Context: an optimization exercise on an open-source flow, tuned for a short achievable clock period and few clock cycles. The choices shown serve that exercise and are no tape-out recipe.
Function was checked by simulation only, so behaviour that the tests miss may differ from the original.
Power and IR drop assume default switching activity.

## design/flow/design.v

```verilog
`default_nettype none
package lc3b_types;
	typedef logic [15:0] lc3b_word;
	typedef logic [$clog2(8)-1:0] lc3b_reg;
	typedef logic [2:0] lc3b_nzp;
	typedef logic [128-1:0] lc3b_line;
	typedef logic [15-4:0] lc3b_wb_adr;
	typedef logic [128/8-1:0] lc3b_sel;
	typedef enum logic [3:0] {
		op_br  = 4'b0000,
		op_add = 4'b0001,
		op_and = 4'b0101,
		op_ldr = 4'b0110,
		op_str = 4'b0111,
		op_not = 4'b1001
	} lc3b_opcode;
	typedef struct packed {
		lc3b_opcode opcode;
		lc3b_reg dr;
		lc3b_reg sr1;
		logic imm_flag;
		logic [1:0] unused;
		lc3b_reg sr2;
	} lc3b_instr_reg;
	typedef struct packed {
		lc3b_opcode opcode;
		lc3b_reg dr;
		lc3b_reg sr1;
		logic imm_flag;
		logic [4:0] imm5;
	} lc3b_instr_imm;
	typedef struct packed {
		lc3b_opcode opcode;
		lc3b_reg dr_sr;
		lc3b_reg base;
		logic [5:0] offset6;
	} lc3b_instr_mem;
	typedef struct packed {
		lc3b_opcode opcode;
		lc3b_nzp nzp;
		logic [8:0] offset9;
	} lc3b_instr_br;
	typedef union packed {
		lc3b_instr_reg r;
		lc3b_instr_imm i;
		lc3b_instr_mem m;
		lc3b_instr_br b;
	} lc3b_instr;
endpackage
`default_nettype wire
`default_nettype none
package lc3b_ctrl_types;
	typedef enum logic [1:0] {alu_add, alu_and, alu_not, alu_pass} lc3b_aluop;
	typedef enum logic [1:0] {alumux_reg, alumux_off6, alumux_zero} lc3b_alumux_sel;
	typedef enum logic {sr2mux_reg, sr2mux_imm} lc3b_sr2mux_sel;
	typedef enum logic {wbmux_alu, wbmux_mem} lc3b_wbmux_sel;
	typedef enum logic {mem_idle, mem_access} lc3b_mem_state;
	typedef struct packed {
		lc3b_aluop aluop;
		lc3b_alumux_sel alumux_sel;
		lc3b_sr2mux_sel sr2mux_sel;
		lc3b_wbmux_sel wbmux_sel;
		logic load_cc;
		logic load_regfile;
		logic mem_read;
		logic mem_write;
		logic is_br;
	} lc3b_control_word;
endpackage
`default_nettype wire
`default_nettype none
`timescale 1ns/1ps
module cpu (
	input logic clk,
	input logic reset,
	input logic [127:0] ifetch_rdata,
	output logic [11:0] ifetch_address,
	input logic [127:0] mem_rdata,
	input logic mem_resp,
	output logic mem_read,
	output logic mem_write,
	output logic [127:0] mem_wdata,
	output logic [11:0] mem_address,
	output logic [15:0] mem_sel
);
	logic [15:0] pc;
	logic        d_valid;
	logic [15:0] d_ir;
	logic [15:0] d_pc2;
	logic        e_valid;
	logic        e_and;      
	logic        e_wr;       
	logic        e_ld;
	logic        e_st;
	logic [15:0] e_a;
	logic [15:0] e_b;
	logic [15:0] e_sd;
	logic [2:0]  e_dr;
	logic        m_rd;
	logic        m_wr;
	logic [15:0] m_addr;
	logic [15:0] m_sel;
	logic [15:0] m_sd;
	logic [2:0]  m_dr;
	logic [2:0]  cc;
	logic [15:0] rf [0:7];
	logic [15:0] fword;
	assign ifetch_address = pc[15:4];
	assign fword = ifetch_rdata[pc[3:1]*16 +: 16];
	logic [3:0] op;
	logic is_add, is_and, is_not, is_ldr, is_str, is_br;
	logic [2:0] nzp;
	logic [15:0] ra, rb, rs;
	logic [15:0] imm5, off6, off9;
	logic [15:0] target;
	assign op = d_ir[15:12];
	assign nzp = d_ir[11:9];
	assign is_add = (op == 4'b0001);
	assign is_and = (op == 4'b0101);
	assign is_not = (op == 4'b1001);
	assign is_ldr = (op == 4'b0110);
	assign is_str = (op == 4'b0111);
	assign is_br  = (op == 4'b0000) && (nzp != 3'b000);
	assign ra = rf[d_ir[8:6]];
	assign rb = rf[d_ir[2:0]];
	assign rs = rf[d_ir[11:9]];
	assign imm5 = {{11{d_ir[4]}}, d_ir[4:0]};
	assign off6 = {{9{d_ir[5]}}, d_ir[5:0], 1'b0};
	assign off9 = {{6{d_ir[8]}}, d_ir[8:0], 1'b0};
	assign target = d_pc2 + off9;
	logic [15:0] sum, res;
	logic [2:0] alu_cc;
	assign sum = e_a + e_b;
	assign res = e_and ? (e_a & e_b) : sum;
	assign alu_cc = {res[15], res == 16'h0, !res[15] && res != 16'h0};
	logic [15:0] ld_word;
	logic [2:0] ld_cc;
	logic stall;
	assign mem_read = m_rd;
	assign mem_write = m_wr;
	assign mem_address = m_addr[15:4];
	assign mem_sel = m_sel;
	assign mem_wdata = {8{m_sd}};
	assign ld_word = mem_rdata[m_addr[3:1]*16 +: 16];
	assign ld_cc = {ld_word[15], ld_word == 16'h0, !ld_word[15] && ld_word != 16'h0};
	assign stall = (m_rd || m_wr) && !mem_resp;
	logic flags_wait;
	logic [2:0] flags;
	logic br_wait, br_taken;
	always_comb begin
		flags_wait = 1'b0;
		flags = cc;
		if (e_valid && e_wr) flags = alu_cc;
		else if ((e_valid && e_ld) || m_rd) flags_wait = 1'b1;
	end
	assign br_wait = d_valid && is_br && flags_wait;
	assign br_taken = d_valid && is_br && !flags_wait && ((nzp & flags) != 3'b000);
	always_ff @(posedge clk) begin
		if (reset) begin
			pc <= 16'h0;
			d_valid <= 1'b0;
			e_valid <= 1'b0;
			m_rd <= 1'b0;
			m_wr <= 1'b0;
			cc <= 3'b010;
		end else if (!stall) begin
			if (br_taken) begin
				pc <= target;
				d_valid <= 1'b0;
			end else if (!br_wait) begin
				pc <= pc + 16'd2;
				d_valid <= 1'b1;
			end
			e_valid <= d_valid && !br_wait && (is_add || is_and || is_not || is_ldr || is_str);
			m_rd <= e_valid && e_ld;
			m_wr <= e_valid && e_st;
			if (e_valid && e_wr) cc <= alu_cc;
			else if (m_rd) cc <= ld_cc;
		end
	end
	always_ff @(posedge clk) begin
		if (!stall) begin
			if (!br_wait) begin
				d_ir <= fword;
				d_pc2 <= pc + 16'd2;
			end
			e_and <= is_and || is_not;
			e_wr <= is_add || is_and || is_not;
			e_ld <= is_ldr;
			e_st <= is_str;
			e_a <= is_not ? ~ra : ra;
			e_b <= (is_ldr || is_str) ? off6 : is_not ? 16'hFFFF : d_ir[5] ? imm5 : rb;
			e_sd <= rs;
			e_dr <= d_ir[11:9];
			m_addr <= sum;
			m_sel <= 16'h0003 << {sum[3:1], 1'b0};
			m_sd <= e_sd;
			m_dr <= e_dr;
		end
	end
	always_ff @(posedge clk) begin
		if (reset) begin
			for (int i = 0; i < 8; i++) rf[i] <= 16'h0;
		end else begin
			for (int i = 0; i < 8; i++) begin
				if (e_valid && e_wr && e_dr == 3'(i)) rf[i] <= res;
				else if (m_rd && mem_resp && m_dr == 3'(i)) rf[i] <= ld_word;
			end
		end
	end
endmodule
`default_nettype wire
```

## design/flow/run.sh

```bash
#!/bin/bash
# synth_recipe.tcl (not shown) runs the flow's synth.tcl, then flattens the netlist and writes it again
# the make line also repeats each setting of config.mk as NAME=value (left out here)
make -C /OpenROAD-flow-scripts/flow DESIGN_CONFIG=/design/flow/config.mk WORK_HOME=/design/flow/orfs CLKGATE_MAP_FILE= SYNTH_SCRIPT=/design/flow/synth_recipe.tcl finish
```

## design/flow/config.mk

```make
export PLATFORM = sky130hd
export DESIGN_NAME = cpu
export DESIGN_NICKNAME = cpu
export VERILOG_FILES = /design/flow/design.v
export SDC_FILE = /design/flow/constraint.sdc
export NUM_CORES = 4
export LEC_CHECK = 0
export CAP_MARGIN = 20
export CORE_MARGIN = 2
export CORE_UTILIZATION = 40
export SLEW_MARGIN = 20
```

## design/flow/constraint.sdc

```tcl
create_clock -name core_clock -period 4.4 [get_ports {clk}]
set_input_delay 0.8800 -clock core_clock [delete_from_list [all_inputs] [get_ports {clk}]]
set_output_delay 0.8800 -clock core_clock [all_outputs]
set_load 0.01 [all_outputs]
```

==> results.txt <==
Post-Layout Cell Count: 2950
Placed Cells: 2888
Ant. Diodes: 0
Synth Flop Type: dfxtp_1
Congestion Overflow GR: 0
Chip Height: 221 um
Vias per Instance: 6.10
Status: finished clean
CTS tree: built
Mapped Cells: 2070
Share of layout cells above drive strength 1: 12.8%
Row Count: 79
Main area contributors after synthesis: edfxtp_1 20%, dfxtp_1 16%, mux4_2 11%
Routed length per instance: 24.3 um
Vias: 18000
Initial Util: 40.6%
Number of global-route vias before repair: 17300
Seq/Total Area, Yosys: 36.2%
Main combinational cell family by area after synthesis: compound AO/OA/AOI/OAI gates
Least-Margin Pin Slew: 1.17 ns
CTS root buf: clkbuf_16
Core area: 46600 um^2
Post-synth top cells: 351 x nor2_1, 196 x a21oi_1, 150 x dfxtp_1
Final setup fails: 0
Worst Clk Skew: 0.0299 ns
Max Fanout on Critical Path: 11
Clk slew on worst S/H paths: 0.06 ns
Largest net degree at the start of global routing: 100
Antenna Nets Post-Route: 0
Power per Cell Area: 541 nW/um^2
Startpoint types: flip-flop
Synth top area share: 20.3%
Max-Cap Viols: 0
Leak: 8.44 nW
Highest Signal Layer: met5
Most common cell in the netlist: nor2_1
Iteration-0 DRC Markers: 2060
Max VDD drop: 0.000418 V
HPWL Detailed: 49200 um
Post-synthesis mux area share: 16.2%
Post-CTS setup buffer count: 0
Die ar.: 49000 um^2
Met3 routed WL: 8350 um
DRC: 0
Fill count: 4182
Total GRT Usage: 28.0%
Slew margin rel.: 22.1%
CP required: 4.84 ns
Initial antenna violation count: 2
Layout Nets: 2610
Post-synthesis compound-gate area fraction: 20.2%
Final worst path period share: 95.7%
Area delta synth->final: 27.4%
IO Pins: 429
Number of distinct library cells after synthesis: 69
H-tree Lvls: 2
CTS Buf Count: 34
CTS sink cnt: 278
1st-pass router iterations: 5
Most area-hungry cell type in the Yosys netlist: edfxtp_1
M1 WL: 26800 um
Post-synthesis async set-or-reset flop share: 0%
Simple-gate share of the synthesized area: 13.1%
Overall Power: 13.0 mW
Synth Area in Adders: 2.27%
Met2 Wirelength: 32900 um
Setup Crit Path Kind: flip-flop to flip-flop
Post-Syn Area per Cell: 9.13 um^2
Die width: 221 um
Clock Path Buffers: 3
Fmax: 238 MHz
Seq cells post-synth: 278
# port buffers: 428
Hold Crit Class: flip-flop to flip-flop
Synth Net Count: 2362
Skew-Pair Late Insertion Delay: 0.56 ns
Placer congestion estimate: 0.920
YS warnings: 2
Max-slew violation count: 0
Tmin final: 4.21 ns
Mapped Area: 18900 um^2
Endpoints failing hold: 0
Crit. End Element: flip-flop
Final WL: 71600 um
Xor/xnor cell area share of the yosys netlist: 2.45%
EDFF count, synth: 128
Worst EP arrival: 4.65 ns
First-pass GRT wire length: 106000 um
[flip-flops by register name, summed over array words and instances, names as in the netlist, 16 cells and up]
| name | flops |
|---|---|
| e_b | 16 |
| e_sd | 16 |
| m_sd | 16 |
| e_a | 16 |
| d_ir | 16 |
| rf | 128 |
[layout by cell type, fill, tap and decap left out, types with 76 or more instances in the layout]
cell type / n
nor2_1: 347
nand2_1: 105
a211oi_1: 129
mux4_2: 89
edfxtp_1: 128
a21oi_1: 196
buf_4: 76
dfxtp_1: 149
clkdlybuf4s50_1: 427
o21ai_0: 104
[repair_timing]
item                       in CTS  in global routing
setup endpoints to repair       0                 12
hold buffers                    0                  0
gates resized for setup         0                  4
[per-layer routing]
metal | global-route usage (%) | vias to the layer above
met3 | 6.52 | 200
met5 | 0 | -
li1 | - | 8023
met1 | 35.2 | 8562
met4 | 13.7 | 2
met2 | 45.4 | 1216
[report_power, final]
group	switching [mW]	leakage, nW	internal, mW	total [mW]
registers	0.352	2.67	3.26	3.61
logic	3.99	5.27	2.72	6.71
clock network	1.15	0.492	1.54	2.70
total	5.50	8.44	7.52	13.0
[logic make-up after synthesis]
group / after synthesis
AOI/OAI and AO/OA: 596
adders and majority gates: 33
muxes: 187
DFF: 278
xor gates and xnor gates: 52
buffers and inverters: 335
and+or+nand+nor: 589
[final cells by class]
class | count | area [um^2] | area share, %
clock inverter | 15 | 111 | 0.463
clock buffer | 46 | 927 | 3.85
multi-input combinational | 1457 | 10400 | 43.0
inverter | 40 | 153 | 0.634
timing repair buffer | 507 | 4920 | 20.4
tap | 607 | 759 | 3.16
sequential | 278 | 6850 | 28.4
[worst max-delay path, stage by stage, from the launching register on]
cell,delay (ns)
edfxtp_1,0.37
ha_1,0.27
fa_2,0.39
xnor2_2,0.18
inv_2,0.08
mux2_4,0.27
or4_1,0.49
or3_1,0.44
nor4_2,0.26
nand4_1,0.22
buf_6,0.22
mux2i_4,0.27
buf_12,0.17
o21ai_1,0.08
a2111oi_2,0.39
[per-stage QoR]
stage | TNS [ns] | instance area, um^2 | setup slack (ns) | utilization (%) | hold slack, ns
4_1_cts | 0 | 24000 | 0.0295 | 51.6 | 0.418
3_3_place_gp | 0 | 23000 | 0.181 | 49.4 | 0.401
3_5_place_dp | 0 | 23000 | 0.0386 | 49.4 | 0.405
6_report | 0 | 24100 | 0.190 | 51.7 | 0.417
5_1_grt | -0.00970 | 24100 | -0.00970 | 51.7 | 0.424
2_1_floorplan | 0 | 18900 | 0.287 | - | 0.400
[final timing paths]
check,startpoint,to,cells after the start,slack (ns)
max,e_a[0],pc[10],14,0.19
min,e_sd[9],m_sd[9],0,0.42
max reg2reg,e_a[0],pc[10],14,0.19
min reg2reg,e_sd[9],m_sd[9],0,0.42
Testbench counts, summed over its fixed seeds: cycles 42,788.

## separate check: timing with driven ports
No port has a modelled driver above. Below, the same layout with a new extraction and two added sets of constraints.
Step 1 assumes that a clkbuf_16 drives the clock port and a buf_2 every other input.
Step 2 times the ports against the registers' clock, not the clock port: input delays grow and output delays shrink by t, the midpoint of the rising clock arrivals with the driver on.
Three values: ideal, step 1, step 2; two values: the first two.
t, ns: 0.591
slack for setup (ns): 0.190 / 0.190 / 0.190
worst setup path at the end: register to register
After both steps this run still meets setup and hold. For this run, drivers alone change the setup slack by 0.000 ns; drivers and shift together by 0.000 ns.
